Background: an optimization exercise with open tools, aiming at a short achievable clock period and few clock cycles per item. Do not read the settings as production practice.
Only simulation tests tie the RTL to the original design; equivalence was not proved.
The clock port is modelled as an ideal driver, which makes a skipped or thinned clock tree look cheaper than it is; a real chip needs a root buffer or a tree.

## comp_mult_top
module comp_mult_top
#(
    parameter logic [15:0] APB_BASE = '0   
) (
    input  logic  clk,
    input  logic  rst_n,
    input  cmul_types_pkg::addr_t paddr,
    input  logic  pwrite,
    input  cmul_types_pkg::reg_t  pwdata,
    input  logic  psel,
    output logic  pready,
    output cmul_types_pkg::reg_t  prdata,
    output logic  pslverr,
    output logic  mem_ce,
    output logic  mem_we,
    output cmul_types_pkg::addr_t mem_addr,
    output cmul_types_pkg::elem_t mem_wr_data,
    input  cmul_types_pkg::elem_t mem_rd_data
);
For scale: ~3,500 cells after synthesis, roughly 1,000 flip-flops, ~88 I/O pins, ~42,000 um^2 of cells after synthesis.
export LEC_CHECK = 0
export ABC_CLOCK_PERIOD_IN_PS = 1500
export CAP_MARGIN = 20
export CORE_MARGIN = 2
export CORE_UTILIZATION = 40
export SETUP_SLACK_MARGIN = 4.4
export SLEW_MARGIN = 20
create_clock -name core_clock -period 6.5 [get_ports {clk}]
standard.sh (not shown) runs the stock make flow with config.mk's settings and CLKGATE_MAP_FILE= SYNTH_SCRIPT=/design/flow/synth_recipe.tcl, a recipe that flattens the netlist after the stock synthesis.
==> flow/flow/run.sh <==
#!/bin/bash
# Standard ORFS layout (the standard.sh), except that the clock tree is
# built by flow/mycts.tcl (a two-level buffer tree: 4 root buffers fed by the
# clock port, leaf buffers each driving a cluster of about 16 flip-flops) in
# place of TritonCTS. Everything else, synthesis included, is the standard flow.
set -euo pipefail
export MCTS_CLOCK_NET=clk
export MCTS_BUF=sky130_fd_sc_hd__clkbuf_16
export MCTS_ROOT_BUF=sky130_fd_sc_hd__clkbuf_16
export MCTS_SINKS_PER_LEAF=16
export MCTS_ROOTS=4
bash standard.sh finish PRE_CTS_TCL="$PWD/flow/mycts.tcl" > standard_flow.log 2>&1
Other scripts of this flow, unchanged in this note and not shown: flow/flow/mycts.tcl
Testbench counts at the start, summed over its fixed seeds: cycles 21,041, items 2,070.
Next try:
--- a/flow/design.v
+++ b/flow/design.v
@@ -117,30 +117,22 @@
     logic        sq_ok;        
     logic        wok;          
     logic        fin_q;        
     logic        mem_ce_q, mem_we_q;
     logic [15:0] mem_addr_q;
     logic [7:0]  mem_wr_data_q;
     logic [35:0] f0, f1, f2, f3;   
     logic [2:0]  fcnt;
     logic        s1v, s2v;
     logic        prd0;
     assign prdata      = {15'b0, prd0};
-    always_ff @(posedge clk) begin
-        prd0 <= ofs[0] ? (done & ~clr_q) : busy;    
-    end
-    always_ff @(posedge clk) begin
-        pslverr  <= psel & ~(in_range & acc_ok);
-        mem_ce_q <= rd_issue | wr_issue;
-        mem_we_q <= wr_issue;
-    end
     assign mem_ce      = mem_ce_q;
     assign mem_we      = mem_we_q;
     assign mem_addr    = mem_addr_q;
     assign mem_wr_data = mem_wr_data_q;
     logic go;
     logic [1:0] h1e, h2e;
     logic qdone;
     logic [2:0] oc_eff;
     logic start_quad;
     logic rd_issue;
     logic rd_op1;              
@@ -216,38 +208,42 @@
         case (wcnt_n)
             3'd0:    wbyte = f0[7:0];
             3'd1:    wbyte = f0[15:8];
             3'd2:    wbyte = {6'b0, f0[17:16]};
             3'd3:    wbyte = f0[25:18];
             3'd4:    wbyte = f0[33:26];
             default: wbyte = {6'b0, f0[35:34]};
         endcase
     end
     always_ff @(posedge clk or negedge rst_n) begin
         if (!rst_n) begin
+            pslverr  <= 1'b0;
+            prd0     <= 1'b0;
             done     <= 1'b0;
             clr_q    <= 1'b0;
             start_q  <= 1'b0;
             num_reg  <= '0;
             num_nz_q <= 1'b0;
             num_ge2_q <= 1'b0;
             num_m1_q <= '0;
             num_is1_q <= 1'b0;
             k1       <= 1'b0;
             k2       <= 1'b0;
             wres_q   <= 1'b0;
             wnum_q   <= 1'b0;
             pwdata_q <= '0;
             b1       <= '0;
             b2       <= '0;
         end else begin
+            pslverr   <= psel & ~(in_range & acc_ok);
+            prd0      <= ofs[0] ? (done & ~clr_q) : busy;    
             clr_q <= wr_clr;
             if (fin_q)
                 done <= 1'b1;
             else if (clr_q)
                 done <= 1'b0;
             start_q   <= wr_start;
             k1        <= wr_op1;
             k2        <= wr_op2;
             wres_q    <= wr_res;
             wnum_q    <= wr_num;
             pwdata_q  <= pwdata;
@@ -291,37 +287,41 @@
             v        <= '0;
             oc       <= '0;
             qf_left  <= '0;
             qw_left  <= '0;
             qw1      <= 1'b0;
             wrc      <= 1'b0;
             wcnt     <= '0;
             qd_q     <= 1'b0;
             sq_ok    <= 1'b0;
             wok      <= 1'b0;
             fin_q    <= 1'b0;
+            mem_ce_q <= 1'b0;
+            mem_we_q <= 1'b0;
             fcnt     <= '0;
             s1v      <= 1'b0;
             s2v      <= 1'b0;
             s3v      <= 1'b0;
             s4v      <= 1'b0;
             s5v      <= 1'b0;
             s6v      <= 1'b0;
         end else begin
             busy <= busy_n;
+            mem_ce_q <= rd_issue | wr_issue;
+            mem_we_q <= wr_issue;
             pwp1_q <= pwdata + 16'd1;
             pwp2_q <= pwdata + 16'd2;
             rw    <= basew;
             rwp   <= basewp;
             rwpp  <= basewpp;
-            iw_q  <= wr_issue | wr_res;    
+            iw_q  <= wr_issue;
             ra1   <= base1;
             ra1p  <= base1p;
             ra1pp <= base1pp;
             i1_q  <= inc1;
             ra2   <= base2;
             ra2p  <= base2p;
             ra2pp <= base2pp;
             i2_q  <= inc2;
             h1    <= h1_n;
             h2    <= h2_n;
             qsame <= qsame_n;
The new run went through all stages and came out clean.
Worst setup slack gets worse by 100 ps.
Clock skew goes up by 87 ps.
Register-to-register slack gets worse by 30 ps.
Routed wire length goes up by 1.2%.
Core utilization goes up by 0.18 points.
Global-route usage goes up by 0.34 points.
Final cell count goes up by 1.3%.
Testbench counts after the change, summed over its fixed seeds: cycles 21,041, items 2,070.
In every run of this note, the design's own scripts or RTL, not TritonCTS, make the clock network.

## maple
comp_mult_top, a different RTL version from the one above (not shown whole).
Size: roughly 3500 cells after synthesis, ~0.041 mm² of cells after synthesis.
Settings: LEC_CHECK=0, ABC_CLOCK_PERIOD_IN_PS=1500, CAP_MARGIN=20, CORE_MARGIN=2, CORE_UTILIZATION=40, SETUP_SLACK_MARGIN=4.6, SLEW_MARGIN=20; clock period 6.5 ns.
Scripts as last shown in full above: flow/flow/run.sh
Other scripts of this flow, unchanged in this note and not shown: flow/flow/mycts.tcl
Testbench counts of maple, summed over its fixed seeds: cycles 21,041, items 2,070.
Modified inputs, tundra compared to maple
-- flow/design.v --
<<< maple, line 130
        prd0 <= ofs[0] ? (done & ~clr_q) : busy;    
    end
    assign mem_ce      = mem_ce_q;
    assign mem_we      = mem_we_q;
>>> tundra, line 130
        prd0 <= ofs[0] ? (done & ~clr_q) : busy;    
    end
    always_ff @(posedge clk) begin
        pslverr  <= psel & ~(in_range & acc_ok);
        mem_ce_q <= rd_issue | wr_issue;
        mem_we_q <= wr_issue;
    end
    assign mem_ce      = mem_ce_q;
    assign mem_we      = mem_we_q;
<<< maple, line 221
        if (!rst_n) begin
            done     <= 1'b0;
            pslverr  <= 1'b0;
            clr_q    <= 1'b0;
            start_q  <= 1'b0;
>>> tundra, line 226
        if (!rst_n) begin
            done     <= 1'b0;
            clr_q    <= 1'b0;
            start_q  <= 1'b0;
<<< maple, line 237
        end else begin
            clr_q <= wr_clr;
            pslverr <= psel & ~(in_range & acc_ok);
            if (fin_q)
                done <= 1'b1;
>>> tundra, line 241
        end else begin
            clr_q <= wr_clr;
            if (fin_q)
                done <= 1'b1;
<<< maple, line 297
            fin_q    <= 1'b0;
            fcnt     <= '0;
            mem_ce_q <= 1'b0;
            mem_we_q <= 1'b0;
            s1v      <= 1'b0;
            s2v      <= 1'b0;
>>> tundra, line 300
            fin_q    <= 1'b0;
            fcnt     <= '0;
            s1v      <= 1'b0;
            s2v      <= 1'b0;
<<< maple, line 341
                v <= cap | (v & ~{4{push}} & ~{k2, k2, k1, k1} & ~{4{fin_q}});
            end
            mem_ce_q <= rd_issue | wr_issue;
            mem_we_q <= wr_issue;
            oc    <= oc_n;
            sq_ok <= busy & ~fin_q & ((oc != 3'd4) | pop)
>>> tundra, line 342
                v <= cap | (v & ~{4{push}} & ~{k2, k2, k1, k1} & ~{4{fin_q}});
            end
            oc    <= oc_n;
            sq_ok <= busy & ~fin_q & ((oc != 3'd4) | pop)
Notes after the runs:
- Looking at layout overhead on the synthesized area across tundra and maple, the one that comes out lower is tundra.
- Lower critical path depth among tundra and maple: tundra
- Compare tundra and maple | global-route wire length before repair lower: tundra
- [compare] base=maple new=tundra: signal arrival time at the worst endpoint decreased 2030 ps; overall routed net length decreased 1.2 mm; number of library cell types mapped by synthesis increased 4.4%.
Testbench counts of tundra, summed over its fixed seeds: cycles 21,041, items 2,070.
No run of this note takes its clock network from TritonCTS; it comes from the design's own scripts or RTL.

what the ideal ports hide:
Ports are ideal in the flow. The routed layouts listed here were re-timed in OpenROAD. Step 1: set_driving_cell puts a clkbuf_16 on clk and a buf_2 on each other input, an assumption about the parent block. Step 2 adds t to the input delays and takes it off the output delays; t is the mean of the earliest and latest rising clock arrival at the registers after step 1. Input paths then give back, and output paths get back, about the clock's delay inside the block. Slacks: no drivers / after step 1 / after step 2; pairs: no drivers / after step 1.
run	t (ns)	slack for setup (ns)	hold WS [ns]	latest minus earliest clock arrival (ns)	slew at the worst register clock pin (ns)
the first run of note 1	0.606	4.199 / 4.063 / 3.679	0.297 / 0.297 / 0.297	0.094 / 0.094	0.10 / 0.10
the second run of note 1	0.608	4.096 / 3.952 / 3.738	0.297 / 0.297 / 0.297	0.157 / 0.157	0.11 / 0.11
maple	0.612	3.876 / 3.972 / 3.360	0.267 / 0.267 / 0.267	0.124 / 0.124	0.11 / 0.11
tundra	0.598	4.236 / 4.098 / 3.841	0.317 / 0.317 / 0.317	0.087 / 0.087	0.09 / 0.09
After both steps setup and hold are still met in every run listed. The setup slack of the first run of note 1, which loses most, moves by -0.136 ns with the drivers and by -0.520 ns with both steps.
